What follows belongs to an exercise in optimizing a design on an open flow for small area and a short achievable clock period; a production flow would make more cautious choices.
Function was checked by simulation only, so behaviour that the tests miss may differ from the original.
Power and IR drop assume default switching activity.

==> design/flow/design.v <==
`timescale 1ns/1ns
package fetch_pkg;
    typedef logic [31:0] word_t;
    typedef enum logic [1:0] {
        strong_nt = 2'b00,
        weak_nt   = 2'b01,
        weak_t    = 2'b10,
        strong_t  = 2'b11
    } pred_state_e;
    typedef struct packed {
        logic  branch;
        logic  taken;
        logic  mispredict;
        word_t branch_pc;
        word_t dest;
    } resolve_t;
    typedef struct packed {
        word_t pc;
        word_t npc;
        word_t instr;
    } fetch_t;
endpackage
`timescale 1ns/1ns
module instruction_rom #(
    parameter int DEPTH = 32
) (
    input  logic [$clog2(DEPTH)-1:0] rd_idx,
    output fetch_pkg::word_t         instr_word
);
    fetch_pkg::word_t rom [DEPTH];
    initial begin
        $readmemh("program.hex", rom);
    end
    assign instr_word = rom[rd_idx];
endmodule
`timescale 1ns/1ns
module target_buffer #(
    parameter int DEPTH = 32
) (
    input  logic                     clk,
    input  logic                     rst,
    input  logic [DEPTH-1:0]         target_we,
    input  fetch_pkg::word_t         target_data,
    input  logic [DEPTH-1:0]         rd_sel,
    input  logic [DEPTH-1:0]         rst_sel,
    input  logic                     npc_hold,
    output logic [DEPTH-1:0]         valid,
    output fetch_pkg::word_t         fetch_npc
);
    logic [DEPTH-1:0][31:0] next_addr;
    fetch_pkg::word_t       npc_nxt;
    always_ff @(posedge clk) begin
        for (int i = 0; i < DEPTH; i++) begin
            if (target_we[i]) begin
                next_addr[i] <= target_data;
            end
        end
    end
    always_ff @(posedge clk or posedge rst) begin
        if (rst) begin
            valid <= '0;
        end else begin
            valid <= valid | target_we;
        end
    end
    always_comb begin
        npc_nxt = fetch_npc & {32{npc_hold}};
        for (int i = 0; i < DEPTH; i++) begin
            npc_nxt = npc_nxt | (next_addr[i] & {32{rd_sel[i]}}) |
                      (32'(i + 1) & {32{rst_sel[i]}});
        end
    end
    always_ff @(posedge clk or posedge rst) begin
        if (rst) begin
            fetch_npc <= '0;
        end else begin
            fetch_npc <= npc_nxt;
        end
    end
endmodule
`timescale 1ns/1ns
module predictor_table #(
    parameter int DEPTH = 32
) (
    input  logic                     clk,
    input  logic                     rst,
    input  logic                     step_en,
    input  logic                     taken,
    input  logic [$clog2(DEPTH)-1:0] upd_idx,
    output logic [DEPTH-1:0]         target_we
);
    logic [DEPTH-1:0] dir;
    logic [DEPTH-1:0] sat;
    logic [DEPTH-1:0] hit;
    logic [DEPTH-1:0] cross_t;
    logic [DEPTH-1:0] cross_n;
    logic [3:0]       dec_lo;
    logic [7:0]       dec_hi;
    index_predecode u_dec (
        .idx (upd_idx),
        .en  (step_en),
        .lo  (dec_lo),
        .hi  (dec_hi)
    );
    always_comb begin
        for (int i = 0; i < DEPTH; i++) begin
            hit[i]     = dec_lo[i % 4] && dec_hi[i / 4];
            cross_t[i] = !sat[i] && !dir[i];
            cross_n[i] = !sat[i] && dir[i];
            target_we[i] = hit[i] && (taken ? cross_t[i] : cross_n[i]);
        end
    end
    always_ff @(posedge clk or posedge rst) begin
        if (rst) begin
            dir <= '0;
            sat <= '0;
        end else begin
            for (int i = 0; i < DEPTH; i++) begin
                dir[i] <= dir[i] ^ target_we[i];
                if (hit[i]) begin
                    sat[i] <= (dir[i] == taken);
                end
            end
        end
    end
endmodule
`timescale 1ns/1ns
module fetch_sequencer #(
    parameter int DEPTH = 32
) (
    input  logic                     clk,
    input  logic                     rst,
    input  logic                     stall,
    input  logic                     mem_stall,
    input  logic                     mispredict,
    input  fetch_pkg::word_t         dest,
    input  fetch_pkg::word_t         fetch_npc,
    output logic [$clog2(DEPTH)-1:0] fetch_idx,
    input  fetch_pkg::word_t         instr_word,
    input  logic [DEPTH-1:0]         valid,
    output logic [DEPTH-1:0]         rd_sel,
    output logic [DEPTH-1:0]         rst_sel,
    output logic                     npc_hold,
    output fetch_pkg::word_t         fetch_pc,
    output fetch_pkg::word_t         fetch_instr
);
    localparam int IDX_W = $clog2(DEPTH);
    fetch_pkg::word_t fetch_addr;
    logic [3:0]       dec_lo;
    logic [7:0]       dec_hi;
    logic             load_en;
    assign fetch_addr = mispredict ? dest : fetch_npc;
    assign fetch_idx  = fetch_addr[IDX_W-1:0];
    assign load_en  = !mem_stall && (mispredict || !stall);
    assign npc_hold = !load_en;
    index_predecode u_dec (
        .idx (fetch_idx),
        .en  (load_en),
        .lo  (dec_lo),
        .hi  (dec_hi)
    );
    always_comb begin
        for (int i = 0; i < DEPTH; i++) begin
            rd_sel[i]  = valid[i] && dec_lo[i % 4] && dec_hi[i / 4];
            rst_sel[i] = !valid[i] && dec_lo[i % 4] && dec_hi[i / 4];
        end
    end
    always_ff @(posedge clk or posedge rst) begin
        if (rst) begin
            fetch_pc    <= '0;
            fetch_instr <= '0;
        end else if (load_en) begin
            fetch_pc    <= fetch_addr;
            fetch_instr <= instr_word;
        end
    end
endmodule
module index_predecode (
    input  logic [4:0] idx,
    input  logic       en,
    output logic [3:0] lo,
    output logic [7:0] hi
);
    always_comb begin
        for (int i = 0; i < 4; i++) begin
            lo[i] = (idx[1:0] == 2'(i));
        end
        for (int i = 0; i < 8; i++) begin
            hi[i] = en && (idx[4:2] == 3'(i));
        end
    end
endmodule
`timescale 1ns/1ns
module fetch_unit #(
    parameter int DEPTH = 32
) (
    input  logic        clk,
    input  logic        rst,
    input  logic        stall,
    input  logic        mem_stall,
    input  logic        resolve_branch,
    input  logic        resolve_taken,
    input  logic        resolve_mispredict,
    input  logic [31:0] resolve_branch_pc,
    input  logic [31:0] resolve_dest,
    output logic [31:0] fetch_pc,
    output logic [31:0] fetch_npc,
    output logic [31:0] fetch_instr
);
    localparam int IDX_W = $clog2(DEPTH);
    logic [IDX_W-1:0] fetch_idx;
    fetch_pkg::word_t instr_word;
    logic [DEPTH-1:0] rd_sel;
    logic [DEPTH-1:0] rst_sel;
    logic             npc_hold;
    logic [DEPTH-1:0] valid;
    logic [DEPTH-1:0] target_we;
    fetch_sequencer #(
        .DEPTH (DEPTH)
    ) u_seq (
        .clk          (clk),
        .rst          (rst),
        .stall        (stall),
        .mem_stall    (mem_stall),
        .mispredict   (resolve_mispredict),
        .dest         (resolve_dest),
        .fetch_npc    (fetch_npc),
        .fetch_idx    (fetch_idx),
        .instr_word   (instr_word),
        .valid        (valid),
        .rd_sel       (rd_sel),
        .rst_sel      (rst_sel),
        .npc_hold     (npc_hold),
        .fetch_pc     (fetch_pc),
        .fetch_instr  (fetch_instr)
    );
    instruction_rom #(
        .DEPTH (DEPTH)
    ) u_rom (
        .rd_idx     (fetch_idx),
        .instr_word (instr_word)
    );
    target_buffer #(
        .DEPTH (DEPTH)
    ) u_tgt (
        .clk          (clk),
        .rst          (rst),
        .target_we    (target_we),
        .target_data  (resolve_dest),
        .rd_sel       (rd_sel),
        .rst_sel      (rst_sel),
        .npc_hold     (npc_hold),
        .valid        (valid),
        .fetch_npc    (fetch_npc)
    );
    predictor_table #(
        .DEPTH (DEPTH)
    ) u_pred (
        .clk        (clk),
        .rst        (rst),
        .step_en    (resolve_branch && !mem_stall),
        .taken      (resolve_taken),
        .upd_idx    (resolve_branch_pc[IDX_W-1:0]),
        .target_we  (target_we)
    );
endmodule
==> design/flow/program.hex <==
// One 32-bit instruction word per line, hex, word index 0 upward
00000013
00100093
00200113
002081b3
40110233
0041f2b3
0052e333
005343b3
00739413
0033d493
00a00513
00b50593
fea58ee3
00c58633
0062a6b3
00d68733
00e707b3
00f78833
010808b3
01188933
c0ffee01
012909b3
01398a33
014a0ab3
015a8b33
016b0bb3
017b8c33
018c0cb3
019c8d33
01ad0db3
01bd8e33
00008067
==> design/flow/flow/run.sh <==
#!/bin/bash
# The standard layout (the standard.sh, standard synthesis unchanged) with
# two changes made through ORFS's own environment hooks:
#  - port buffers are buf_2 cells rather than the slow delay cells that
#    buffer_ports picks by default;
#  - clock tree: larger sink clusters and no dummy loads.
# ORFS's per-step logs go to orfs/logs/; make's whole output to standard.log.
set -euo pipefail
export BUFFER_PORTS_ARGS="-buffer_cell sky130_fd_sc_hd__buf_2"
export CTS_ARGS="-sink_clustering_enable -repair_clock_nets -dont_use_dummy_load -sink_clustering_size 24 -sink_clustering_max_diameter 80"
bash standard.sh > standard.log 2>&1
==> design/flow/standard.sh <==
#!/bin/bash
# synth_recipe.tcl (not shown) runs the flow's synth.tcl, then flattens the netlist and writes it again
# the make line also repeats each setting of config.mk as NAME=value (left out here)
make -C /OpenROAD-flow-scripts/flow DESIGN_CONFIG=/design/flow/config.mk WORK_HOME=/design/flow/orfs CLKGATE_MAP_FILE= SYNTH_SCRIPT=/design/flow/synth_recipe.tcl "${@:-finish}"
==> design/flow/config.mk <==
export PLATFORM = sky130hd
export DESIGN_NAME = fetch_unit
export DESIGN_NICKNAME = fetch_unit
export VERILOG_FILES = /design/flow/design.v
export SDC_FILE = /design/flow/constraint.sdc
export NUM_CORES = 4
export LEC_CHECK = 0
export CAP_MARGIN = 20
export CORE_MARGIN = 2
export CORE_UTILIZATION = 60
export SETUP_SLACK_MARGIN = 2.5
export SLEW_MARGIN = 20
export SYNTH_HIERARCHICAL = 1
export SYNTH_MINIMUM_KEEP_SIZE = 0
==> design/flow/constraint.sdc <==
create_clock -name core_clock -period 5.0 [get_ports {clk}]
set_input_delay 1.0000 -clock core_clock [delete_from_list [all_inputs] [get_ports {clk}]]
set_output_delay 1.0000 -clock core_clock [all_outputs]
set_load 0.01 [all_outputs]
==> run summary, run 1 <==
status -> complete, no violations
FF+latch count, synth -> 1216
HP Class -> primary input to asynchronous set/reset pin
row count -> 101
Net Count, Synth -> 2815
biggest area consumer among synthesized cells -> edfxtp_1
Max FO, Critical Path -> 7
period utilization -> 58.4%
largest net degree at the start of global routing -> 65
Final HPWL DP -> 83.8 mm
IO Pins -> 167
Distinct cells, synth -> 72
DRC violations left -> 0
slowest stage cell, crit path -> or4_4
Inserted Clock Buffers -> 58
initial antenna violation count -> 8
post-synthesis sequential area ratio -> 77.2%
Slew Limit Headroom -> 44.3%
1st-iter DRT viols -> 4953
Die ar. -> 0.0789 mm^2
first-pass GRT wire length -> 216 mm
minimum clock period -> 2.92 ns
cts hold-fix bufs -> 0
CP required -> 5.55 ns
Setup TNS -> 0 ns
crit-path max cell delay -> 0.53 ns
root buffer cell -> clkbuf_16
final instance area -> 0.0537 mm^2
Worst-Skew Late Latency -> 0.68 ns
startpoint types -> primary input
WP data arrival -> 3.46 ns
yosys warns -> 11
Yosys top cell area share -> 66.8%
Gate Count Post-Synth -> 2730
fraction of layout cells with a size suffix above 1 -> 28.9%
# port buffers -> 139
most used cell, CP -> buf_12
Nets -> 3163
wire length per cell -> 38.7 um
Vert. Die Dim -> 281 um
post-synthesis async set-or-reset flop share -> 15.8%
number of global-route vias before repair -> 28100
Area growth syn-to-layout -> 16.7%
cell area after placement -> 0.0489 mm^2
synthesized area -> 0.0460 mm^2
dominant synthesized flop cell -> edfxtp_1
peak supply drop -> 0.000361 V
clock slew at reported path FFs -> 0.10 ns
drt via density -> 7.23
critical-path cell list -> buf_8 -> clkinvlp_4 -> buf_12 -> and2_4 -> buf_12 -> and4b_4 -> nand2_2 -> nor2_2 -> or4_4 -> a2111oi_4 -> nand4_1 -> or4_1
gpl congestion -> 0.871
WS Path Type -> primary input to flip-flop
H-tree depth -> 2
Max Root-Sink Buffers -> 3
CP Buf/Inv Count -> 4
clock sinks -> 1216
max-slew violation count -> 0
Vias -> 29700
Clock Skews -> 0.0460 ns
Total GRT Usage -> 40.4%
gr ovfl total -> 0
total power -> 18.8 mW
Die X -> 281 um
Crit path max-delay family -> simple AND/OR/NAND/NOR gates
crit end category -> flip-flop
Routed Antenna Nets -> 0
leakage -> 18.6 nW
fillers -> 4911
final wirelength -> 159 mm
Post-Place Cells -> 3865
router iterations before antenna repair -> 6
Initial Util -> 60.6%
Post-synth EDFFs -> 1024
core outline area -> 0.0759 mm^2
CTS tree -> yes
Synth Area per Inst -> 16.9 um^2
endpoints failing setup -> 0
final hold vios -> 0
non-filler cells, final -> 4108
main area contributors after synthesis -> edfxtp_1 (67%), dfrtp_1 (10%), a22oi_1 (6.8%)
PwrDens -> 350 mW/mm^2
Least-Margin Pin Slew -> 0.836 ns
Fmax achieved -> 343 MHz
# Max-Cap Violations -> 0
RSZ-0062 raised after global routing -> yes
==> cell families after synthesis <==
kind of cell | synth area share (%)
other | 0.0163
DFF | 77.2
buffers and inverters | 2.25
xor gates and xnor gates | 0.647
adders and majority gates | 0.381
muxes | 2.70
AOI/OAI and AO/OA | 10.5
and+or+nand+nor | 6.25
==> path summary, 6_finish.rpt <==
| kind | start | endpoint | slack (ns) | cells past startpoint |
|---|---|---|---|---|
| max in group asynchronous | rst | u_seq.fetch_pc[6] | 3.52 | 3 |
| hold reg to reg | u_tgt.next_addr[959] | u_tgt.fetch_npc[31] | 0.47 | 2 |
| setup / recovery | mem_stall | u_tgt.fetch_npc[1] | 2.08 | 12 |
| hold / removal | rst | u_tgt.fetch_npc[12] | 0.35 | 2 |
| min in group core_clock | u_tgt.next_addr[959] | u_tgt.fetch_npc[31] | 0.47 | 2 |
| setup reg to reg | u_tgt.fetch_npc[2] | u_tgt.fetch_npc[2] | 2.17 | 8 |
==> modules after synthesis, one instance, submodules excluded, excerpt <==
module | copies in the design | flip-flops and latches | cells inside | cell area, um^2
index_predecode | 2 | 0 | 12 | 119
fetch_unit | 1 | 0 | 1 | 13.8
==> through the flow <==
stage / util [%] / worst slack (ns) / hold WS, ns
after floorplan: - / 1.58 / 0.437
after global placement: 64.4 / 0.678 / 0.447
after detailed placement: 64.4 / 0.672 / 0.449
after CTS: 70.1 / 2.03 / 0.334
after global routing: 70.7 / 2.08 / 0.354
final: 70.7 / 2.08 / 0.350
==> cells in the final DEF, fill, tap and decap left out, types with 6 or more instances in the layout <==
cell and count:
nor4_1 10, nand3_1 29, a22oi_2 70, clkbuf_16 58
a22oi_1 345, a222oi_1 31, nor2_1 47, buf_8 16
nor4_2 22, nand4_1 92, buf_4 166, edfxtp_1 1024
nor3_1 27, nand3_2 6, o22a_1 24, and3_4 38
a221oi_2 21, a221oi_1 14, mux2_1 8, or2_2 33
mux2_4 15, xnor2_1 33, nand3b_1 32, a211o_1 7
a21oi_1 40, nor2_4 33, ha_1 6, dfrtp_1 192
inv_1 28, nand2_1 102, buf_6 46, o22ai_1 9
buf_16 6, buf_2 137, or4_1 6, o32ai_1 7
a22o_1 27, buf_12 74, mux2_2 81
==> synthesized netlist by cell type (6+ instances only) <==
cell	n
and3_1	32
dfrtp_1	192
nor3_1	27
clkbuf_1	95
mux2_1	8
nor4_1	34
a211o_1	7
a221oi_1	35
or2_2	33
buf_4	15
a222oi_1	31
nand3b_1	32
buf_6	16
nand4_1	92
clkbuf_2	6
mux2_2	85
edfxtp_1	1024
buf_2	12
nand2_1	105
o32ai_1	8
xnor2_1	33
ha_1	14
o22ai_1	9
or4_1	8
a22oi_1	415
nand3_1	35
and4bb_2	6
nor2_1	82
nor2b_1	6
o22a_1	24
mux2_4	11
buf_1	26
a22o_1	27
inv_1	35
a21oi_1	41
and4b_2	6
==> state kept, by name, indices dropped and copies added (netlist names) <==
| signal | cells |
|---|---|
| u_pred.dir | 32 |
| u_pred.sat | 32 |
| u_seq.fetch_instr | 32 |
| u_seq.fetch_pc | 32 |
| u_tgt.fetch_npc | 32 |
| u_tgt.next_addr | 1024 |
| u_tgt.valid | 32 |
==> final cells by class <==
| type | instances | area (um^2) | area share (%) |
|---|---|---|---|
| inverter | 36 | 159 | 0.296 |
| timing repair buffer | 449 | 4430 | 8.24 |
| antenna | 2 | 5.00 | 0.00931 |
| multi-input combinational | 1317 | 10800 | 20.2 |
| clock buffer | 58 | 1450 | 2.70 |
| tap | 1030 | 1290 | 2.40 |
| sequential | 1216 | 35600 | 66.2 |
==> power by group <==
| part | switching [mW] | leakage, nW | total (mW) | internal [mW] |
|---|---|---|---|---|
| Clock | 2.97 | 0.715 | 5.03 | 2.06 |
| Combinational | 1.26 | 6.19 | 2.16 | 0.909 |
| Sequential | 0.307 | 11.7 | 11.6 | 11.3 |
| Total | 4.53 | 18.6 | 18.8 | 14.3 |
==> repair_timing <==
item	CTS	global route
setup buffers	147	17
endpoints found under the setup margin	1042	293
cloned	18	0
pin swaps	121	52
hold endpoints to repair	0	0
resized for setup	249	74
==> routing by layer <==
layer	routed length (um)	GRT usage, %	vias to the layer above
met2	71500	60.7	2354
met4	8010	17.9	14
met5	92	0	-
met1	56500	56.0	15200
li1	-	-	11700
met3	22900	10.9	409
==> run 2: changes to the inputs <==
--- a/design/flow/config.mk
+++ b/design/flow/config.mk
@@ -8,7 +8,7 @@
 export CAP_MARGIN = 20
 export CORE_MARGIN = 2
 export CORE_UTILIZATION = 60
-export SETUP_SLACK_MARGIN = 2.5
+export SETUP_SLACK_MARGIN = 2.8
 export SLEW_MARGIN = 20
 export SYNTH_HIERARCHICAL = 1
 export SYNTH_MINIMUM_KEEP_SIZE = 0
==> run summary, run 2 <==
status -> complete, no violations (unchanged)
Inserted Clock Buffers -> 58 (unchanged)
multiplexer share of the synthesized area -> 2.70% (unchanged)
CP Buf/Inv Count -> 3 (was 4)
row count -> 101 (unchanged)
FF+latch count, synth -> 1216 (unchanged)
Net Count, Synth -> 2815 (unchanged)
CP required -> 5.56 ns (was 5.55 ns)
Initial Util -> 60.6% (unchanged)
clock power share -> 26.2% (was 26.7%)
# port buffers -> 139 (unchanged)
IO Pins -> 167 (unchanged)
Die ar. -> 0.0789 mm^2 (unchanged)
synthesized-area fraction occupied by adder cells -> 0.381% (unchanged)
minimum clock period -> 2.83 ns (was 2.92 ns)
# Max-Cap Violations -> 0 (unchanged)
yosys warns -> 11 (unchanged)
Post-synth EDFFs -> 1024 (unchanged)
non-filler cells, final -> 4161 (was 4108)
Post-Synth XOR/XNOR Area -> 0.647% (unchanged)
WP data arrival -> 3.39 ns (was 3.46 ns)
Final HPWL DP -> 80.5 mm (was 83.8 mm)
Nets -> 3212 (was 3163)
part of the power in registers -> 60.4% (was 61.8%)
worst reg-to-reg path cell count -> 10 (was 8)
largest net degree at the start of global routing -> 65 (unchanged)
H-tree depth -> 2 (unchanged)
HP Class -> primary input to asynchronous set/reset pin (unchanged)
Crit path max-delay family -> simple AND/OR/NAND/NOR gates (unchanged)
most frequent cell after synthesis -> edfxtp_1 (unchanged)
gr ovfl total -> 0 (unchanged)
Sw Ratio -> 24.4% (was 24.1%)
Internal -> 14.6 mW (was 14.3 mW)
Area growth syn-to-layout -> 18.5% (was 16.7%)
drt via density -> 7.25 (was 7.23)
largest family of logic cells by synthesized area -> compound AO/OA/AOI/OAI gates (unchanged)
Total GRT Usage -> 40.6% (was 40.4%)
biggest area consumer among synthesized cells -> edfxtp_1 (unchanged)
Yosys top cell area share -> 66.8% (unchanged)
Gate Count Post-Synth -> 2730 (unchanged)
post-synthesis async set-or-reset flop share -> 15.8% (unchanged)
slowest stage cell, crit path -> or4_4 (unchanged)
Vert. Die Dim -> 281 um (unchanged)
final hold vios -> 0 (unchanged)
gpl congestion -> 0.899 (was 0.871)
compound-gate portion of the synthesized area -> 10.5% (unchanged)
NetSw -> 4.69 mW (was 4.53 mW)
multi-input logic area -> 0.0111 mm^2 (was 0.0108 mm^2)
peak supply drop -> 0.000291 V (was 0.000361 V)
core outline area -> 0.0759 mm^2 (unchanged)
leakage -> 18.9 nW (was 18.6 nW)
commonest non-fill, non-tap cell in the layout -> edfxtp_1 (unchanged)
critical path depth -> 11 (was 12)
cts hold-fix bufs -> 0 (unchanged)
Post-Place Cells -> 3853 (was 3865)
Setup TNS -> 0 ns (unchanged)
WS Path Type -> primary input to flip-flop (unchanged)
crit-path max cell delay -> 0.60 ns (was 0.53 ns)
DRC violations left -> 0 (unchanged)
Slew Limit Headroom -> 27.0% (was 44.3%)
Top reg by flops -> u_tgt.next_addr (unchanged)
CTS tree -> yes (unchanged)
Vias -> 30200 (was 29700)
Max FO, Critical Path -> 7 (unchanged)
1st-iter DRT viols -> 4876 (was 4953)
number of global-route vias before repair -> 28500 (was 28100)
Synth Area per Inst -> 16.9 um^2 (unchanged)
fraction of layout cells with a size suffix above 1 -> 31.3% (was 28.9%)
Distinct cells, synth -> 72 (unchanged)
post-synthesis sequential area ratio -> 77.2% (unchanged)
post-synthesis simple-gate area fraction -> 6.25% (unchanged)
main area contributors after synthesis -> edfxtp_1 (67%), dfrtp_1 (10%), a22oi_1 (6.8%) (unchanged)
endpoints failing setup -> 0 (unchanged)
RSZ-0062 raised after global routing -> yes (unchanged)
crit end category -> flip-flop (unchanged)
period utilization -> 56.6% (was 58.4%)
Max Root-Sink Buffers -> 3 (unchanged)
dominant synthesized flop cell -> edfxtp_1 (unchanged)
final worst-path setup slack -> 2.17 ns (was 2.08 ns)
first-pass GRT wire length -> 219 mm (was 216 mm)
FF+latch area -> 0.0356 mm^2 (about the same)
Routed Antenna Nets -> 0 (unchanged)
router iterations before antenna repair -> 8 (was 6)
Fmax achieved -> 353 MHz (was 343 MHz)
clock slew at reported path FFs -> 0.09 ns (was 0.10 ns)
PwrDens -> 353 mW/mm^2 (was 350 mW/mm^2)
pre-CTS setup slack -> 0.469 ns (was 0.672 ns)
initial antenna violation count -> 11 (was 8)
top cells by count, synth -> edfxtp_1 (1024), a22oi_1 (415), dfrtp_1 (192), nand2_1 (105), clkbuf_1 (95) (unchanged)
combinational share of power -> 13.4% (was 11.5%)
max FFs per register -> 1024 (unchanged)
synthesized area -> 0.0460 mm^2 (unchanged)
Least-Margin Pin Slew -> 1.09 ns (was 0.836 ns)
clock sinks -> 1216 (unchanged)
startpoint types -> primary input (unchanged)
root buffer cell -> clkbuf_16 (unchanged)
final wirelength -> 161 mm (was 159 mm)
Clock Skews -> 0.0517 ns (was 0.0460 ns)
most frequent cells in the layout -> edfxtp_1 (1024), a22oi_1 (339), buf_4 (211) (was edfxtp_1 (1024), a22oi_1 (345), dfrtp_1 (192))
fillers -> 4824 (was 4911)
wire length per cell -> 38.8 um (was 38.7 um)
Die X -> 281 um (unchanged)
critical-path cell list -> buf_16 -> buf_12 -> mux2_4 -> and4bb_4 -> buf_6 -> nand2_1 -> nor2_1 -> or4_4 -> a221oi_4 -> nand4_1 -> or3_1 (was buf_8 -> clkinvlp_4 -> buf_12 -> and2_4 -> buf_12 -> and4b_4 -> nand2_2 -> nor2_2 -> or4_4 -> a2111oi_4 -> nand4_1 -> or4_1)
max-slew violation count -> 0 (unchanged)
Worst-Skew Late Latency -> 0.69 ns (was 0.68 ns)
## run 2: cell type report
cell class                 count  share of cell area, %
multi-input combinational   1321                   20.4
tap                         1030                   2.36
sequential                  1216                   65.2
timing repair buffer         494                   9.03
antenna                        6                 0.0275
clock buffer                  58                   2.66
inverter                      36                  0.291
## run 2: through the flow
step	hold WS [ns]	cell area (um^2)	power [mW]	utilization [%]
after floorplan	0.437	46600	13.0	-
after global placement	0.447	48800	13.6	64.2
after detailed placement	0.452	48800	13.7	64.2
after CTS	0.381	53500	19.0	70.4
after global routing	0.390	54600	19.8	71.8
final	0.397	54600	19.2	71.8
## run 2: worst paths after layout
path / from / end / slack, ns
min in group core_clock: u_tgt.next_addr[881] / u_tgt.fetch_npc[17] / 0.47
worst min register to register: u_tgt.next_addr[881] / u_tgt.fetch_npc[17] / 0.47
worst max-delay path: resolve_mispredict / u_tgt.fetch_npc[0] / 2.17
worst max register to register: u_tgt.fetch_npc[2] / u_tgt.fetch_npc[24] / 2.25
max in group asynchronous: rst / u_tgt.fetch_npc[1] / 3.10
worst min-delay path: rst / u_tgt.fetch_npc[31] / 0.40
## run 2: logic make-up after synthesis
kind of cell	count (synthesis)
other cells	2
buf+inv	209
fa+ha+maj	14
xor+xnor	34
flops	1216
mux	107
compound gates	628
simple gates	520
## run 2: repair_timing
action                                  CTS  global route
setup endpoints to repair              1173           405
cloned                                   27             4
pin swaps                                86            77
buffers inserted                        174            39
endpoints found under the hold margin     0             0
resized for setup                       282           143
## run 2: modules after synthesis, one instance, submodules excluded, excerpt
module,cells,cell area [um^2],flops+latches
fetch_unit,1,13.8,0
index_predecode,12,119,0
## run 2: power groups by stage
stage          Sequential [mW]  Combinational (mW)  Clock (mW)
6_report                  11.6                2.58        5.05
3_3_place_gp              11.8                1.86           0
2_1_floorplan             11.8                1.13           0
3_5_place_dp              11.8                1.90           0
5_1_grt                   11.6                2.74        5.38
4_1_cts                   11.6                2.35        5.06
## run 2: metal layers
layer  vias up  part of all wire, %  track usage [%]
met5         -                0.092            0.813
met4        10                  5.3             18.3
met3       462                   15             10.8
met2      2572                   45             61.8
met1     15300                   34             55.5
li1      11800                    -                -
==> run 3: changes to the inputs <==
--- a/design/flow/design.v
+++ b/design/flow/design.v
@@ -41,8 +41,8 @@
     input  logic                     rst,
     input  logic [DEPTH-1:0]         target_we,
     input  fetch_pkg::word_t         target_data,
+    input  logic [DEPTH-1:0]         any_sel,
     input  logic [DEPTH-1:0]         rd_sel,
-    input  logic [DEPTH-1:0]         rst_sel,
     input  logic                     npc_hold,
     output logic [DEPTH-1:0]         valid,
     output fetch_pkg::word_t         fetch_npc
@@ -63,11 +63,20 @@
             valid <= valid | target_we;
         end
     end
+    logic [DEPTH-1:0][31:0] rd_term;
+    for (genvar i = 0; i < DEPTH; i++) begin : g_entry
+        for (genvar b = 0; b < 32; b++) begin : g_bit
+            if (((i + 1) >> b) & 1) begin : g_one
+                assign rd_term[i][b] = any_sel[i] && (next_addr[i][b] || !valid[i]);
+            end else begin : g_zero
+                assign rd_term[i][b] = rd_sel[i] && next_addr[i][b];
+            end
+        end
+    end
     always_comb begin
         npc_nxt = fetch_npc & {32{npc_hold}};
         for (int i = 0; i < DEPTH; i++) begin
-            npc_nxt = npc_nxt | (next_addr[i] & {32{rd_sel[i]}}) |
-                      (32'(i + 1) & {32{rst_sel[i]}});
+            npc_nxt = npc_nxt | rd_term[i];
         end
     end
     always_ff @(posedge clk or posedge rst) begin
@@ -138,8 +147,8 @@
     output logic [$clog2(DEPTH)-1:0] fetch_idx,
     input  fetch_pkg::word_t         instr_word,
     input  logic [DEPTH-1:0]         valid,
+    output logic [DEPTH-1:0]         any_sel,
     output logic [DEPTH-1:0]         rd_sel,
-    output logic [DEPTH-1:0]         rst_sel,
     output logic                     npc_hold,
     output fetch_pkg::word_t         fetch_pc,
     output fetch_pkg::word_t         fetch_instr
@@ -161,8 +170,8 @@
     );
     always_comb begin
         for (int i = 0; i < DEPTH; i++) begin
+            any_sel[i] = dec_lo[i % 4] && dec_hi[i / 4];
             rd_sel[i]  = valid[i] && dec_lo[i % 4] && dec_hi[i / 4];
-            rst_sel[i] = !valid[i] && dec_lo[i % 4] && dec_hi[i / 4];
         end
     end
     always_ff @(posedge clk or posedge rst) begin
@@ -211,7 +220,7 @@
     logic [IDX_W-1:0] fetch_idx;
     fetch_pkg::word_t instr_word;
     logic [DEPTH-1:0] rd_sel;
-    logic [DEPTH-1:0] rst_sel;
+    logic [DEPTH-1:0] any_sel;
     logic             npc_hold;
     logic [DEPTH-1:0] valid;
     logic [DEPTH-1:0] target_we;
@@ -228,8 +237,8 @@
         .fetch_idx    (fetch_idx),
         .instr_word   (instr_word),
         .valid        (valid),
+        .any_sel      (any_sel),
         .rd_sel       (rd_sel),
-        .rst_sel      (rst_sel),
         .npc_hold     (npc_hold),
         .fetch_pc     (fetch_pc),
         .fetch_instr  (fetch_instr)
@@ -247,8 +256,8 @@
         .rst          (rst),
         .target_we    (target_we),
         .target_data  (resolve_dest),
+        .any_sel      (any_sel),
         .rd_sel       (rd_sel),
-        .rst_sel      (rst_sel),
         .npc_hold     (npc_hold),
         .valid        (valid),
         .fetch_npc    (fetch_npc)
--- a/design/flow/config.mk
+++ b/design/flow/config.mk
@@ -8,7 +8,7 @@
 export CAP_MARGIN = 20
 export CORE_MARGIN = 2
 export CORE_UTILIZATION = 60
-export SETUP_SLACK_MARGIN = 2.8
+export SETUP_SLACK_MARGIN = 2.5
 export SLEW_MARGIN = 20
 export SYNTH_HIERARCHICAL = 1
 export SYNTH_MINIMUM_KEEP_SIZE = 0
==> run summary, run 3 <==
Max FO, Critical Path -> 10 (was 7)
max FFs per register -> 1024 (unchanged)
router iterations before antenna repair -> 6 (was 8)
DRC violations left -> 0 (unchanged)
# port buffers -> 139 (unchanged)
Worst-Skew Late Latency -> 0.70 ns (was 0.69 ns)
Setup TNS -> 0 ns (unchanged)
Nets -> 3245 (was 3212)
IO Pins -> 167 (unchanged)
Inserted Clock Buffers -> 58 (unchanged)
number of global-route vias before repair -> 29000 (was 28500)
initial antenna violation count -> 7 (was 11)
status -> complete, no violations (unchanged)
Yosys top cell area share -> 66.3% (was 66.8%)
H-tree depth -> 2 (unchanged)
top cells by count, synth -> edfxtp_1 (1024), a22oi_1 (429), dfrtp_1 (192), clkbuf_1 (96), nand4_1 (95) (was edfxtp_1 (1024), a22oi_1 (415), dfrtp_1 (192), nand2_1 (105), clkbuf_1 (95))
1st-iter DRT viols -> 5738 (was 4876)
Post-synth EDFFs -> 1024 (unchanged)
post-synthesis async set-or-reset flop share -> 15.8% (unchanged)
Top reg by flops -> u_tgt.next_addr (unchanged)
most frequent cell after synthesis -> edfxtp_1 (unchanged)
PwrDens -> 349 mW/mm^2 (was 353 mW/mm^2)
combinational share of power -> 12.7% (was 13.4%)
post-synthesis sequential area ratio -> 76.6% (was 77.2%)
period utilization -> 60.6% (was 56.6%)
Routed Antenna Nets -> 0 (unchanged)
Die ar. -> 0.0796 mm^2 (was 0.0789 mm^2)
final wirelength -> 165 mm (was 161 mm)
largest net degree at the start of global routing -> 65 (unchanged)
final instance area -> 0.0549 mm^2 (was 0.0546 mm^2)
leakage -> 18.9 nW (about the same)
cell area after placement -> 0.0492 mm^2 (was 0.0488 mm^2)
Vert. Die Dim -> 282 um (was 281 um)
part of the power in registers -> 60.9% (was 60.4%)
Synth Area per Inst -> 16.8 um^2 (was 16.9 um^2)
Net Count, Synth -> 2850 (was 2815)
# Max-Cap Violations -> 0 (unchanged)
WS Path Type -> primary input to flip-flop (unchanged)
gpl congestion -> 0.863 (was 0.899)
CP Buf/Inv Count -> 3 (unchanged)
RSZ-0062 raised after global routing -> yes (unchanged)
peak supply drop -> 0.000399 V (was 0.000291 V)
final hold vios -> 0 (unchanged)
clock power share -> 26.4% (was 26.2%)
endpoints failing setup -> 0 (unchanged)
Fmax achieved -> 330 MHz (was 353 MHz)
Post-Place Cells -> 3866 (was 3853)
startpoint types -> primary input (unchanged)
Die X -> 282 um (was 281 um)
Final HPWL DP -> 80.9 mm (was 80.5 mm)
wire length per cell -> 39.4 um (was 38.8 um)
root buffer cell -> clkbuf_16 (unchanged)
commonest non-fill, non-tap cell in the layout -> edfxtp_1 (unchanged)
FF+latch count, synth -> 1216 (unchanged)
critical-path cell list -> buf_16 -> mux2_4 -> nor2b_4 -> buf_6 -> and3_4 -> buf_6 -> a222oi_1 -> nand4_1 -> or4_1 (was buf_16 -> buf_12 -> mux2_4 -> and4bb_4 -> buf_6 -> nand2_1 -> nor2_1 -> or4_4 -> a221oi_4 -> nand4_1 -> or3_1)
dominant synthesized flop cell -> edfxtp_1 (unchanged)
drt via density -> 7.35 (was 7.25)
most frequent cells in the layout -> edfxtp_1 (1024), a22oi_1 (306), dfrtp_1 (188) (was edfxtp_1 (1024), a22oi_1 (339), buf_4 (211))
row count -> 101 (unchanged)
Distinct cells, synth -> 71 (was 72)
synthesized area -> 0.0464 mm^2 (was 0.0460 mm^2)
CP required -> 5.50 ns (was 5.56 ns)
post-route core utilization -> 72.1% (was 71.8%)
first-pass GRT wire length -> 223 mm (was 219 mm)
Least-Margin Pin Slew -> 0.912 ns (was 1.09 ns)
fraction of layout cells with a size suffix above 1 -> 31.2% (was 31.3%)
NetSw -> 4.75 mW (was 4.69 mW)
Crit path max-delay family -> simple AND/OR/NAND/NOR gates (unchanged)
Max Root-Sink Buffers -> 3 (unchanged)
clock slew at reported path FFs -> 0.09 ns (about the same)
non-filler cells, final -> 4192 (was 4161)
Internal -> 14.4 mW (was 14.6 mW)
main area contributors after synthesis -> edfxtp_1 (66%), dfrtp_1 (10%), a22oi_1 (6.9%) (was edfxtp_1 (67%), dfrtp_1 (10%), a22oi_1 (6.8%))
crit-path max cell delay -> 0.55 ns (was 0.60 ns)
HP Class -> primary input to asynchronous set/reset pin (unchanged)
Slew Limit Headroom -> 39.2% (was 27.0%)
biggest area consumer among synthesized cells -> edfxtp_1 (unchanged)
WP data arrival -> 3.53 ns (was 3.39 ns)
slowest stage cell, crit path -> or4_1 (was or4_4)
Area growth syn-to-layout -> 18.3% (was 18.5%)
core outline area -> 0.0762 mm^2 (was 0.0759 mm^2)
total power -> 19.2 mW (about the same)
minimum clock period -> 3.03 ns (was 2.83 ns)
Gate Count Post-Synth -> 2765 (was 2730)
Clock Skews -> 0.0961 ns (was 0.0517 ns)
Initial Util -> 60.9% (was 60.6%)
most used cell, CP -> buf_6
clock sinks -> 1216 (unchanged)
CTS tree -> yes (unchanged)
crit end category -> flip-flop (unchanged)
fillers -> 4853 (was 4824)
Total GRT Usage -> 41.4% (was 40.6%)
Vias -> 30800 (was 30200)
Sw Ratio -> 24.8% (was 24.4%)
yosys warns -> 11 (unchanged)
max-slew violation count -> 0 (unchanged)
gr ovfl total -> 0 (unchanged)
## run 3: cell types whose count changed in the layout (fill, tap and decap cells not counted), moves of 28 or more
cell,before,now
a22oi_2,76,123
and2_1,1,34
a22oi_1,339,306
nand2b_1,3,64
buf_4,211,180
nand2_1,99,66
nor2_1,44,16
## run 3: worst paths after layout
path / slack, ns / from / depth (start not counted) / end
hold reg to reg: 0.46 / u_tgt.next_addr[959] / 2 / u_tgt.fetch_npc[31]
setup / recovery: 1.97 / resolve_mispredict / 9 / u_tgt.fetch_npc[2]
hold / removal: 0.45 / rst / 2 / u_tgt.fetch_npc[11]
min in group core_clock: 0.46 / u_tgt.next_addr[959] / 2 / u_tgt.fetch_npc[31]
max in group asynchronous: 3.24 / rst / 4 / u_tgt.fetch_npc[2]
setup reg to reg: 2.06 / u_tgt.fetch_npc[1] / 8 / u_tgt.fetch_npc[2]
## run 3: routing by layer
metal	share of wire [%]	vias to the layer above	wire, um	track usage (%)
met5	0.036	-	59	0
met4	6.8	10	11200	23.3
met3	14	570	23500	10.1
met2	44	2640	73400	62.0
met1	35	15700	57000	56.2
li1	-	11900	-	-
## run 3: per-stage QoR
stage	hold slack (ns)	worst slack [ns]
6_report	0.447	1.97
5_1_grt	0.447	2.00
4_1_cts	0.441	2.14
3_5_place_dp	0.453	0.650
3_3_place_gp	0.446	0.655
2_1_floorplan	0.437	1.63
## run 3: logic make-up after synthesis
family                     after synthesis  share of synthesized area (%)
buffers and inverters                  226                           2.48
adders and majority gates               14                          0.377
AOI/OAI and AO/OA                      633                           10.4
DFF                                   1216                           76.6
muxes                                  107                           2.68
and+or+nand+nor                        533                           6.75
xor gates and xnor gates                34                          0.642
other                                    2                         0.0162
## run 3: repair_timing
item                                   in CTS  in global routing
cloned                                     30                  3
hold buffers                                0                  0
pin swaps                                 127                 90
setup endpoints to repair                 675                196
buffers inserted                          191                 40
resized for setup                         195                121
endpoints found under the hold margin       0                  0
## run 3: layout make-up
type                            instances  area [um^2]  area share [%]
Antenna cell                            4         10.0          0.0182
Clock buffer                           58         1450            2.64
Inverter                               53          224           0.408
Multi-Input combinational cell       1347        11400            20.9
Sequential cell                      1216        35600            64.8
Tap cell                             1030         1290            2.35
Timing Repair Buffer                  484         4920            8.97
## run 3: power groups by stage
stage | combinational [mW] | sequential [mW] | clock, mW
floorplan | 1.18 | 11.8 | 0
CTS | 2.33 | 11.6 | 5.06
global route | 2.57 | 11.7 | 5.37
finish | 2.43 | 11.7 | 5.07
global placement | 1.89 | 11.8 | 0
detailed placement | 1.95 | 11.8 | 0
## run 3: Yosys stat by module (local to each module, per instance), excerpt
module / cell area [um^2] / cells inside / times used / flops+latches
fetch_unit: 13.8 / 1 / 1 / 0
index_predecode: 119 / 12 / 2 / 0
## run 3: worst reg2reg max path: stages, from the launching register on
cell      delay, ns
dfrtp_2        0.46
mux2_4         0.34
nor2b_4        0.17
buf_6          0.17
and3_4         0.21
buf_6          0.12
a222oi_1       0.52
nand4_1        0.27
or4_1          0.55
==> run 4: changes to the inputs <==
--- a/design/flow/design.v
+++ b/design/flow/design.v
@@ -37,18 +37,18 @@
 module target_buffer #(
     parameter int DEPTH = 32
 ) (
-    input  logic                     clk,
-    input  logic                     rst,
-    input  logic [DEPTH-1:0]         target_we,
-    input  fetch_pkg::word_t         target_data,
-    input  logic [DEPTH-1:0]         any_sel,
-    input  logic [DEPTH-1:0]         rd_sel,
-    input  logic                     npc_hold,
-    output logic [DEPTH-1:0]         valid,
-    output fetch_pkg::word_t         fetch_npc
-);
+    input  logic                   clk,
+    input  logic                   rst,
+    input  logic [DEPTH-1:0]       target_we,
+    input  fetch_pkg::word_t       target_data,
+    output logic [DEPTH-1:0]       valid,
+    input  logic [DEPTH-1:0]       any_sel,
+    input  logic [DEPTH-1:0]       rd_sel,
+    output logic [1:0][31:0]       rd_half_n
+);
+    localparam int HALF = DEPTH / 2;
     logic [DEPTH-1:0][31:0] next_addr;
-    fetch_pkg::word_t       npc_nxt;
+    logic [DEPTH-1:0][31:0] rd_term;
     always_ff @(posedge clk) begin
         for (int i = 0; i < DEPTH; i++) begin
             if (target_we[i]) begin
@@ -63,7 +63,6 @@
             valid <= valid | target_we;
         end
     end
-    logic [DEPTH-1:0][31:0] rd_term;
     for (genvar i = 0; i < DEPTH; i++) begin : g_entry
         for (genvar b = 0; b < 32; b++) begin : g_bit
             if (((i + 1) >> b) & 1) begin : g_one
@@ -74,16 +73,11 @@
         end
     end
     always_comb begin
-        npc_nxt = fetch_npc & {32{npc_hold}};
-        for (int i = 0; i < DEPTH; i++) begin
-            npc_nxt = npc_nxt | rd_term[i];
-        end
-    end
-    always_ff @(posedge clk or posedge rst) begin
-        if (rst) begin
-            fetch_npc <= '0;
-        end else begin
-            fetch_npc <= npc_nxt;
+        for (int h = 0; h < 2; h++) begin
+            rd_half_n[h] = '1;
+            for (int i = 0; i < HALF; i++) begin
+                rd_half_n[h] = rd_half_n[h] & ~rd_term[h * HALF + i];
+            end
         end
     end
 endmodule
@@ -143,14 +137,14 @@
     input  logic                     mem_stall,
     input  logic                     mispredict,
     input  fetch_pkg::word_t         dest,
-    input  fetch_pkg::word_t         fetch_npc,
     output logic [$clog2(DEPTH)-1:0] fetch_idx,
     input  fetch_pkg::word_t         instr_word,
     input  logic [DEPTH-1:0]         valid,
     output logic [DEPTH-1:0]         any_sel,
     output logic [DEPTH-1:0]         rd_sel,
-    output logic                     npc_hold,
+    input  logic [1:0][31:0]         rd_half_n,
     output fetch_pkg::word_t         fetch_pc,
+    output fetch_pkg::word_t         fetch_npc,
     output fetch_pkg::word_t         fetch_instr
 );
     localparam int IDX_W = $clog2(DEPTH);
@@ -161,7 +155,6 @@
     assign fetch_addr = mispredict ? dest : fetch_npc;
     assign fetch_idx  = fetch_addr[IDX_W-1:0];
     assign load_en  = !mem_stall && (mispredict || !stall);
-    assign npc_hold = !load_en;
     index_predecode u_dec (
         .idx (fetch_idx),
         .en  (load_en),
@@ -181,6 +174,13 @@
         end else if (load_en) begin
             fetch_pc    <= fetch_addr;
             fetch_instr <= instr_word;
+        end
+    end
+    always_ff @(posedge clk or posedge rst) begin
+        if (rst) begin
+            fetch_npc <= '0;
+        end else begin
+            fetch_npc <= ~(rd_half_n[0] & rd_half_n[1] & ~(fetch_npc & {32{!load_en}}));
         end
     end
 endmodule
@@ -221,8 +221,8 @@
     fetch_pkg::word_t instr_word;
     logic [DEPTH-1:0] rd_sel;
     logic [DEPTH-1:0] any_sel;
-    logic             npc_hold;
     logic [DEPTH-1:0] valid;
+    logic [1:0][31:0] rd_half_n;
     logic [DEPTH-1:0] target_we;
     fetch_sequencer #(
         .DEPTH (DEPTH)
@@ -233,14 +233,14 @@
         .mem_stall    (mem_stall),
         .mispredict   (resolve_mispredict),
         .dest         (resolve_dest),
-        .fetch_npc    (fetch_npc),
         .fetch_idx    (fetch_idx),
         .instr_word   (instr_word),
         .valid        (valid),
         .any_sel      (any_sel),
         .rd_sel       (rd_sel),
-        .npc_hold     (npc_hold),
+        .rd_half_n    (rd_half_n),
         .fetch_pc     (fetch_pc),
+        .fetch_npc    (fetch_npc),
         .fetch_instr  (fetch_instr)
     );
     instruction_rom #(
@@ -256,11 +256,10 @@
         .rst          (rst),
         .target_we    (target_we),
         .target_data  (resolve_dest),
+        .valid        (valid),
         .any_sel      (any_sel),
         .rd_sel       (rd_sel),
-        .npc_hold     (npc_hold),
-        .valid        (valid),
-        .fetch_npc    (fetch_npc)
+        .rd_half_n    (rd_half_n)
     );
     predictor_table #(
         .DEPTH (DEPTH)
--- a/design/flow/config.mk
+++ b/design/flow/config.mk
@@ -8,7 +8,7 @@
 export CAP_MARGIN = 20
 export CORE_MARGIN = 2
 export CORE_UTILIZATION = 60
-export SETUP_SLACK_MARGIN = 2.5
+export SETUP_SLACK_MARGIN = 2.8
 export SLEW_MARGIN = 20
 export SYNTH_HIERARCHICAL = 1
 export SYNTH_MINIMUM_KEEP_SIZE = 0
==> run summary, run 4 <==
status -> complete, no violations (unchanged)
Area growth syn-to-layout -> 23.7% (was 18.3%)
worst reg-to-reg path cell count -> 10 (was 8)
H-tree depth -> 2 (unchanged)
biggest area consumer among synthesized cells -> edfxtp_1 (unchanged)
Synth Area per Inst -> 16.9 um^2 (was 16.8 um^2)
crit path to -> u_seq.fetch_npc[0] (was u_tgt.fetch_npc[2])
Routed Antenna Nets -> 0 (unchanged)
Setup TNS -> 0 ns (unchanged)
multi-input logic area -> 0.0124 mm^2 (was 0.0114 mm^2)
max-slew violation count -> 0 (unchanged)
Distinct cells, synth -> 71 (unchanged)
synthesized area -> 0.0468 mm^2 (was 0.0464 mm^2)
endpoints failing setup -> 0 (unchanged)
clock slew at reported path FFs -> 0.09 ns (about the same)
initial antenna violation count -> 10 (was 7)
worst r2r src -> u_seq.fetch_npc[2] (was u_tgt.fetch_npc[1])
dominant synthesized flop cell -> edfxtp_1 (unchanged)
commonest non-fill, non-tap cell in the layout -> edfxtp_1 (unchanged)
Crit path max-delay family -> simple AND/OR/NAND/NOR gates (unchanged)
Gate Count Post-Synth -> 2772 (was 2765)
Yosys top cell area share -> 65.8% (was 66.3%)
WP data arrival -> 3.17 ns (was 3.53 ns)
Initial Util -> 60.5% (was 60.9%)
startpoint types -> primary input (unchanged)
gpl congestion -> 0.879 (was 0.863)
final wirelength -> 161 mm (was 165 mm)
IO Pins -> 167 (unchanged)
core outline area -> 0.0773 mm^2 (was 0.0762 mm^2)
Max FO, Critical Path -> 7 (was 10)
top cells by count, synth -> edfxtp_1 (1024), a22oi_1 (228), dfrtp_1 (192), nand3_1 (147), a22o_1 (120) (was edfxtp_1 (1024), a22oi_1 (429), dfrtp_1 (192), clkbuf_1 (96), nand4_1 (95))
Net Count, Synth -> 2857 (was 2850)
largest net degree at the start of global routing -> 86 (was 65)
HP Class -> primary input to asynchronous set/reset pin (unchanged)
max FFs per register -> 1024 (unchanged)
final hold vios -> 0 (unchanged)
Total GRT Usage -> 37.5% (was 41.4%)
crit-path max cell delay -> 0.36 ns (was 0.55 ns)
gr ovfl total -> 0 (unchanged)
period utilization -> 53.3% (was 60.6%)
# Max-Cap Violations -> 0 (unchanged)
post-synthesis async set-or-reset flop share -> 15.8% (unchanged)
root buffer cell -> clkbuf_16 (unchanged)
slowest stage cell, crit path -> mux2_4 (was or4_1)
CP Buf/Inv Count -> 2 (was 3)
1st-iter DRT viols -> 5027 (was 5738)
fillers -> 4587 (was 4853)
most used cell, CP -> nand3_1 (was buf_6)
yosys warns -> 11 (unchanged)
crit path from -> resolve_mispredict (unchanged)
Top reg by flops -> u_tgt.next_addr (unchanged)
cts hold-fix bufs -> 0 (unchanged)
Slew Limit Headroom -> 42.6% (was 39.2%)
DRC violations left -> 0 (unchanged)
crit end category -> flip-flop (unchanged)
router iterations before antenna repair -> 6 (unchanged)
FF+latch count, synth -> 1216 (unchanged)
row count -> 102 (was 101)
Die ar. -> 0.0802 mm^2 (was 0.0796 mm^2)
drt via density -> 7.11 (was 7.35)
PwrDens -> 344 mW/mm^2 (was 349 mW/mm^2)
pre-CTS setup slack -> 0.855 ns (was 0.650 ns)
number of global-route vias before repair -> 28500 (was 29000)
capturing point of the worst reg2reg path -> u_seq.fetch_npc[0] (was u_tgt.fetch_npc[2])
Vias -> 30900 (was 30800)
WS Path Type -> primary input to flip-flop (unchanged)
clock sinks -> 1216 (unchanged)
reg2reg setup slack -> 2.36 ns (was 2.06 ns)
Clock Skews -> 0.0467 ns (was 0.0961 ns)
leakage -> 20.6 nW (was 18.9 nW)
RSZ-0062 raised after global routing -> yes (unchanged)
most frequent cells in the layout -> edfxtp_1 (1024), buf_4 (230), a22oi_1 (222) (was edfxtp_1 (1024), a22oi_1 (306), dfrtp_1 (188))
Final HPWL DP -> 69.7 mm (was 80.9 mm)
wire length per cell -> 37.1 um (was 39.4 um)
# port buffers -> 139 (unchanged)
most frequent cell after synthesis -> edfxtp_1 (unchanged)
final worst-path setup slack -> 2.33 ns (was 1.97 ns)
Fmax achieved -> 375 MHz (was 330 MHz)
critical-path cell list -> buf_12 -> mux2_4 -> buf_6 -> and2_4 -> and3_4 -> a22o_1 -> a221oi_2 -> nand3_1 -> nor3_2 -> nand3_1 (was buf_16 -> mux2_4 -> nor2b_4 -> buf_6 -> and3_4 -> buf_6 -> a222oi_1 -> nand4_1 -> or4_1)
Vert. Die Dim -> 283 um (was 282 um)
Max Root-Sink Buffers -> 3 (unchanged)
post-synthesis sequential area ratio -> 76.0% (was 76.6%)
Nets -> 3391 (was 3245)
main area contributors after synthesis -> edfxtp_1 (66%), dfrtp_1 (10%), a22oi_1 (3.7%) (was edfxtp_1 (66%), dfrtp_1 (10%), a22oi_1 (6.9%))
fraction of layout cells with a size suffix above 1 -> 36.5% (was 31.2%)
minimum clock period -> 2.67 ns (was 3.03 ns)
CTS tree -> yes (unchanged)
Least-Margin Pin Slew -> 0.862 ns (was 0.912 ns)
Worst-Skew Late Latency -> 0.67 ns (was 0.70 ns)
critical path depth -> 10 (was 9)
FF+latch area -> 0.0356 mm^2 (about the same)
CP required -> 5.51 ns (was 5.50 ns)
Post-synth EDFFs -> 1024 (unchanged)
peak supply drop -> 0.000275 V (was 0.000399 V)
Die X -> 283 um (was 282 um)
first-pass GRT wire length -> 212 mm (was 223 mm)
Inserted Clock Buffers -> 57 (was 58)
==> run 4: cells by family (layout without fill, tap and decap cells) <==
logic type	count (synthesis)	count (layout)	share of synthesized area (%)
other cells	2	4	0.0161
buf+inv	215	699	2.75
simple gates	486	530	5.70
compound gates	698	698	11.8
flops	1216	1216	76.0
mux	107	111	2.71
xor+xnor	34	34	0.637
fa+ha+maj	14	14	0.375
==> run 4: power breakdown <==
group          internal, mW  switching (mW)
Sequential             11.3           0.341
Clock                  2.03            3.02
Combinational          1.48            1.72
Total                  14.8            5.08
==> run 4: cell type report <==
cell class	count	share of cell area [%]
multi-input cells	1389	21.4
repair buffers	598	12.0
clock buffers	57	2.47
flip-flops and latches	1216	61.5
diodes	2	0.00866
well taps	1040	2.25
inverters	44	0.329
==> run 4: repair_timing <==
item                                     CTS  global route
gates resized for setup                  426           169
endpoints found under the setup margin  1175          1087
pin swaps                                149           126
setup buffers                            226            92
gates cloned                              70            33
==> run 4: per-module statistics from Yosys, one instance, submodules excluded, excerpt <==
module           copies in the design  flops+latches  cells
index_predecode                     2              0     12
fetch_unit                          1              0      1
==> run 4: metal layers <==
layer  up-vias  track usage (%)  part of all wire (%)
met3       391             10.7                    16
met2      2590             54.7                    44
met1     15700             55.1                    36
met4        10             12.1                   3.9
met5         -                0                 0.043
li1      12200                -                     -
==> run 4: through the flow <==
stage          power, mW  instances  cell area [um^2]  hold slack (ns)  util [%]
2_1_floorplan       13.0       2772             47600            0.455         -
3_3_place_gp        13.6       3866             49000            0.472      63.4
3_5_place_dp        13.7       3866             49000            0.473      63.4
4_1_cts             19.5       4219             55400            0.280      71.6
5_1_grt             20.4       4344             57800            0.319      74.8
6_report            19.9       4346             57800            0.314      74.8
==> run 4: worst register-to-register path: cells and delay by family (launching register included) <==
kind            cells  cell delay, ns
simple gates        5            0.98
flops               1            0.46
compound gates      2            0.40
mux                 1            0.33
buf+inv             2            0.31
==> run 4: how the worst min path moves through the flow <==
stage	from	endpoint	slack [ns]	cells past startpoint
after global routing	rst	u_seq.fetch_pc[15]	0.32	2
after global placement	u_tgt.valid[29]	u_tgt.valid[29]	0.47	1
after detailed placement	u_tgt.valid[31]	u_tgt.valid[31]	0.47	1
after floorplan	u_tgt.valid[0]	u_tgt.valid[0]	0.46	1
final	rst	u_seq.fetch_pc[15]	0.31	2
after CTS	rst	u_seq.fetch_pc[26]	0.28	2
==> run 5: changes to the inputs <==
--- a/design/flow/design.v
+++ b/design/flow/design.v
@@ -24,14 +24,20 @@
 module instruction_rom #(
     parameter int DEPTH = 32
 ) (
-    input  logic [$clog2(DEPTH)-1:0] rd_idx,
-    output fetch_pkg::word_t         instr_word
+    input  logic [3:0]       sel_lo,
+    input  logic [7:0]       sel_hi,
+    output fetch_pkg::word_t instr_word
 );
     fetch_pkg::word_t rom [DEPTH];
     initial begin
         $readmemh("program.hex", rom);
     end
-    assign instr_word = rom[rd_idx];
+    always_comb begin
+        instr_word = '0;
+        for (int w = 0; w < DEPTH; w++) begin
+            instr_word = instr_word | (rom[w] & {32{sel_lo[w % 4] && sel_hi[w / 4]}});
+        end
+    end
 endmodule
 `timescale 1ns/1ns
 module target_buffer #(
@@ -137,7 +143,8 @@
     input  logic                     mem_stall,
     input  logic                     mispredict,
     input  fetch_pkg::word_t         dest,
-    output logic [$clog2(DEPTH)-1:0] fetch_idx,
+    output logic [3:0]               rom_lo,
+    output logic [7:0]               rom_hi,
     input  fetch_pkg::word_t         instr_word,
     input  logic [DEPTH-1:0]         valid,
     output logic [DEPTH-1:0]         any_sel,
@@ -149,6 +156,7 @@
 );
     localparam int IDX_W = $clog2(DEPTH);
     fetch_pkg::word_t fetch_addr;
+    logic [IDX_W-1:0] fetch_idx;
     logic [3:0]       dec_lo;
     logic [7:0]       dec_hi;
     logic             load_en;
@@ -161,6 +169,8 @@
         .lo  (dec_lo),
         .hi  (dec_hi)
     );
+    assign rom_lo = dec_lo;
+    assign rom_hi = dec_hi;
     always_comb begin
         for (int i = 0; i < DEPTH; i++) begin
             any_sel[i] = dec_lo[i % 4] && dec_hi[i / 4];
@@ -169,18 +179,18 @@
     end
     always_ff @(posedge clk or posedge rst) begin
         if (rst) begin
-            fetch_pc    <= '0;
+            fetch_pc <= '0;
+        end else if (load_en) begin
+            fetch_pc <= fetch_addr;
+        end
+    end
+    always_ff @(posedge clk or posedge rst) begin
+        if (rst) begin
+            fetch_npc   <= '0;
             fetch_instr <= '0;
-        end else if (load_en) begin
-            fetch_pc    <= fetch_addr;
-            fetch_instr <= instr_word;
-        end
-    end
-    always_ff @(posedge clk or posedge rst) begin
-        if (rst) begin
-            fetch_npc <= '0;
         end else begin
-            fetch_npc <= ~(rd_half_n[0] & rd_half_n[1] & ~(fetch_npc & {32{!load_en}}));
+            fetch_npc   <= ~(rd_half_n[0] & rd_half_n[1] & ~(fetch_npc & {32{!load_en}}));
+            fetch_instr <= instr_word | (fetch_instr & {32{!load_en}});
         end
     end
 endmodule
@@ -217,7 +227,8 @@
     output logic [31:0] fetch_instr
 );
     localparam int IDX_W = $clog2(DEPTH);
-    logic [IDX_W-1:0] fetch_idx;
+    logic [3:0]       rom_lo;
+    logic [7:0]       rom_hi;
     fetch_pkg::word_t instr_word;
     logic [DEPTH-1:0] rd_sel;
     logic [DEPTH-1:0] any_sel;
@@ -233,7 +244,8 @@
         .mem_stall    (mem_stall),
         .mispredict   (resolve_mispredict),
         .dest         (resolve_dest),
-        .fetch_idx    (fetch_idx),
+        .rom_lo       (rom_lo),
+        .rom_hi       (rom_hi),
         .instr_word   (instr_word),
         .valid        (valid),
         .any_sel      (any_sel),
@@ -246,7 +258,8 @@
     instruction_rom #(
         .DEPTH (DEPTH)
     ) u_rom (
-        .rd_idx     (fetch_idx),
+        .sel_lo     (rom_lo),
+        .sel_hi     (rom_hi),
         .instr_word (instr_word)
     );
     target_buffer #(
--- a/design/flow/config.mk
+++ b/design/flow/config.mk
@@ -7,7 +7,7 @@
 export LEC_CHECK = 0
 export CAP_MARGIN = 20
 export CORE_MARGIN = 2
-export CORE_UTILIZATION = 60
+export CORE_UTILIZATION = 70
 export SETUP_SLACK_MARGIN = 2.8
 export SLEW_MARGIN = 20
 export SYNTH_HIERARCHICAL = 1
==> run summary, run 5 <==
Yosys top cell area share -> 65.8% (about the same)
H-tree depth -> 2 (unchanged)
pre-CTS setup slack -> 0.628 ns (was 0.855 ns)
endpoints failing setup -> 0 (unchanged)
fraction of layout cells with a size suffix above 1 -> 35.2% (was 36.5%)
clock slew at reported path FFs -> 0.10 ns (was 0.09 ns)
worst r2r src -> u_seq.fetch_npc[3] (was u_seq.fetch_npc[2])
1st-iter DRT viols -> 5978 (was 5027)
Hold Path Depth -> 1
startpoint types -> primary input (unchanged)
Post-synth EDFFs -> 1024 (unchanged)
reg2reg setup slack -> 2.26 ns (was 2.36 ns)
multi-input logic area -> 0.0123 mm^2 (was 0.0124 mm^2)
CP required -> 5.52 ns (was 5.51 ns)
gr ovfl total -> 0 (unchanged)
final wirelength -> 158 mm (was 161 mm)
Fmax achieved -> 359 MHz (was 375 MHz)
Distinct cells, synth -> 66 (was 71)
met3 Use GR -> 14.7% (was 10.7%)
DRC violations left -> 0 (unchanged)
Gate Count Post-Synth -> 2812 (was 2772)
CTS tree -> yes (unchanged)
leakage -> 20.4 nW (was 20.6 nW)
Max Root-Sink Buffers -> 3 (unchanged)
Slew Limit Headroom -> 44.8% (was 42.6%)
max-slew violation count -> 0 (unchanged)
drt via density -> 7.71 (was 7.11)
biggest area consumer among synthesized cells -> edfxtp_1 (unchanged)
post-synthesis async set-or-reset flop share -> 15.8% (unchanged)
commonest non-fill, non-tap cell in the layout -> edfxtp_1 (unchanged)
HP Class -> flip-flop to flip-flop (was primary input to asynchronous set/reset pin)
top cells by count, synth -> edfxtp_1 (1024), a22oi_1 (230), dfrtp_1 (192), nand3_1 (153), o21ai_0 (133) (was edfxtp_1 (1024), a22oi_1 (228), dfrtp_1 (192), nand3_1 (147), a22o_1 (120))
core outline area -> 0.0659 mm^2 (was 0.0773 mm^2)
clock sinks -> 1216 (unchanged)
capturing point of the worst reg2reg path -> u_seq.fetch_npc[4] (was u_seq.fetch_npc[0])
IO Pins -> 167 (unchanged)
Net Count, Synth -> 2883 (was 2857)
worst reg-to-reg path cell count -> 9 (was 10)
Nets -> 3371 (was 3391)
Die ar. -> 0.0688 mm^2 (was 0.0802 mm^2)
hold endpoint -> u_seq.fetch_instr[27]
cts hold-fix bufs -> 0 (unchanged)
largest net degree at the start of global routing -> 97 (was 86)
first-pass GRT wire length -> 214 mm (was 212 mm)
final hold vios -> 0 (unchanged)
PwrDens -> 349 mW/mm^2 (was 344 mW/mm^2)
Vias -> 32100 (was 30900)
dominant synthesized flop cell -> edfxtp_1 (unchanged)
Top reg by flops -> u_tgt.next_addr (unchanged)
Vert. Die Dim -> 262 um (was 283 um)
initial antenna violation count -> 1 (was 10)
final worst-path setup slack -> 2.22 ns (was 2.33 ns)
Routed Antenna Nets -> 0 (unchanged)
router iterations before antenna repair -> 6 (unchanged)
Total GRT Usage -> 43.8% (was 37.5%)
number of global-route vias before repair -> 30400 (was 28500)
Least-Margin Pin Slew -> 0.828 ns (was 0.862 ns)
Setup TNS -> 0 ns (unchanged)
wire length per cell -> 37.9 um (was 37.1 um)
FF+latch count, synth -> 1216 (unchanged)
yosys warns -> 11 (unchanged)
Initial Util -> 70.9% (was 60.5%)
minimum clock period -> 2.78 ns (was 2.67 ns)
Inserted Clock Buffers -> 57 (unchanged)
crit end category -> flip-flop (unchanged)
post-synthesis sequential area ratio -> 76.1% (was 76.0%)
most frequent cells in the layout -> edfxtp_1 (1024), buf_4 (240), a22oi_1 (216) (was edfxtp_1 (1024), buf_4 (230), a22oi_1 (222))
total power -> 19.7 mW (was 19.9 mW)
gpl congestion -> 0.908 (was 0.879)
most frequent cell after synthesis -> edfxtp_1 (unchanged)
Synth Area per Inst -> 16.6 um^2 (was 16.9 um^2)
peak supply drop -> 0.000321 V (was 0.000275 V)
root buffer cell -> clkbuf_16 (unchanged)
Max FO, Critical Path -> 8 (was 7)
Final HPWL DP -> 71.6 mm (was 69.7 mm)
gr busiest metal -> met2 (was met1)
row count -> 94 (was 102)
period utilization -> 55.7% (was 53.3%)
Die X -> 262 um (was 283 um)
min-delay src -> u_seq.fetch_instr[27]
GRT met1 Usage -> 60.4% (was 55.1%)
main area contributors after synthesis -> edfxtp_1 (66%), dfrtp_1 (10%), a22oi_1 (3.7%) (unchanged)
# Max-Cap Violations -> 0 (unchanged)
max FFs per register -> 1024 (unchanged)
RSZ-0062 raised after global routing -> yes (unchanged)
synthesized area -> 0.0467 mm^2 (was 0.0468 mm^2)
crit path from -> resolve_mispredict (unchanged)
# port buffers -> 139 (unchanged)
Area growth syn-to-layout -> 21.1% (was 23.7%)
FF+latch area -> 0.0356 mm^2 (about the same)
fillers -> 2826 (was 4587)
Clock Skews -> 0.0494 ns (was 0.0467 ns)
WS Path Type -> primary input to flip-flop (unchanged)
status -> complete, no violations (unchanged)
Worst-Skew Late Latency -> 0.68 ns (was 0.67 ns)
met2 Use GR -> 63.7% (was 54.7%)
WP data arrival -> 3.30 ns (was 3.17 ns)
run 5: changes by cell type in the layout (fill, tap and decap cells not counted), sizes merged, moves of 20 or more:
| cell | delta |
|---|---|
| nor2 | +26 |
| o32ai | +28 |
| a21oi | +23 |
| a21o | +32 |
| a2bb2oi | -31 |
| o22ai | -30 |
| mux2 | -37 |
| clkbuf | -20 |
run 5: how the worst max path moves through the flow:
| stage | depth (start not counted) | end | slack [ns] |
|---|---|---|---|
| final | 13 | u_seq.fetch_npc[4] | 2.22 |
| after global routing | 10 | u_seq.fetch_npc[4] | 2.22 |
| after CTS | 14 | u_seq.fetch_npc[31] | 2.44 |
| after detailed placement | 11 | u_seq.fetch_npc[0] | 0.63 |
| after global placement | 11 | u_seq.fetch_npc[0] | 0.67 |
| after floorplan | 12 | u_seq.fetch_instr[16] | 1.99 |
run 5: final cells by class:
| class | instances | share of cell area, % |
|---|---|---|
| flip-flops and latches | 1216 | 62.9 |
| clock buffers | 57 | 2.52 |
| well taps | 864 | 1.91 |
| multi-input cells | 1425 | 21.7 |
| inverters | 35 | 0.259 |
| repair buffers | 565 | 10.7 |
| diodes | 1 | 0.00442 |
run 5: kinds of logic (layout without fill, tap and decap cells):
| kind of cell | count (synthesis) | after routing | synth area share, % |
|---|---|---|---|
| XOR/XNOR | 32 | 32 | 0.600 |
| multiplexers | 69 | 71 | 1.66 |
| AO/OA/AOI/OAI | 744 | 744 | 12.8 |
| buffers and inverters | 212 | 657 | 2.58 |
| flip-flops | 1216 | 1216 | 76.1 |
| AND/OR/NAND/NOR | 538 | 577 | 6.24 |
| other | 1 | 2 | 0.00803 |
run 5: stage by stage:
step           std cells  instance area [um^2]  hold slack (ns)  util, %
2_1_floorplan       2812                 47500            0.455        -
3_3_place_gp        3729                 48700            0.455     73.9
3_5_place_dp        3729                 48700            0.461     73.9
4_1_cts             4092                 55400            0.480     84.1
5_1_grt             4162                 56600            0.499     85.9
6_report            4163                 56600            0.483     85.9
run 5: critical path, cell delays in order:
cell and delay (ns):
buf_12 0.12, nand2b_4 0.16, nand2_4 0.10, inv_8 0.05
buf_6 0.13, and4bb_4 0.26, buf_6 0.14, and3_4 0.24
a22o_1 0.24, a221oi_2 0.18, nand4_1 0.19, a21oi_2 0.34
nand3_1 0.13
run 5: power by group:
group          switching, mW  internal [mW]
Clock                   2.98           2.03
Combinational           1.66           1.36
Sequential             0.346           11.3
run 5: modules after synthesis, one instance, submodules excluded, a selection:
module           area, um^2  flip-flops and latches  cells inside
index_predecode         119                       0            12
fetch_unit             13.8                       0             1
run 5: timing repair:
item / in CTS / in global routing
pin swaps: 204 / 122
buffers inserted: 244 / 64
gates cloned: 62 / 6
gates resized for setup: 474 / 120
setup endpoints to repair: 1134 / 697
run 5: metal layers:
metal	up-vias	routed length [um]	share of wire (%)
met4	2	9870	6.3
met5	-	11	0.0070
met2	3295	69800	44
li1	12300	-	-
met3	681	27600	17
met1	15900	50800	32

==> what the ideal ports hide <==
The flow's constraints put no driver on any port. The routed layouts listed below were extracted and timed again, unchanged, in two steps. Step 1: set_driving_cell puts a clkbuf_16 on clk and a buf_2 on each other input, an assumption about the parent block. Step 2 moves the port delays by t, midway between the first and last clock arrival at a register: inputs arrive t later, outputs are due t later. That takes back most of the time a late clock gives input paths. Slacks: ideal ports / drivers / drivers and shift; pairs: ideal ports / drivers.
run	t, ns	setup WS [ns]	clock arrival spread, ns	worst register clock-pin slew, ns
run 1	0.723	2.080 / 2.094 / 1.371	0.048 / 0.048	0.10 / 0.10
run 2	0.722	2.169 / 2.148 / 1.426	0.063 / 0.063	0.10 / 0.10
run 3	0.730	1.972 / 1.960 / 1.230	0.096 / 0.097	0.10 / 0.10
run 4	0.719	2.334 / 2.253 / 1.534	0.064 / 0.064	0.10 / 0.10
run 5	0.724	2.216 / 2.150 / 1.427	0.055 / 0.055	0.10 / 0.10
After both steps setup and hold are still met in every run listed. The setup slack of run 4, which loses most, moves by -0.081 ns with the drivers and by -0.800 ns with both steps.
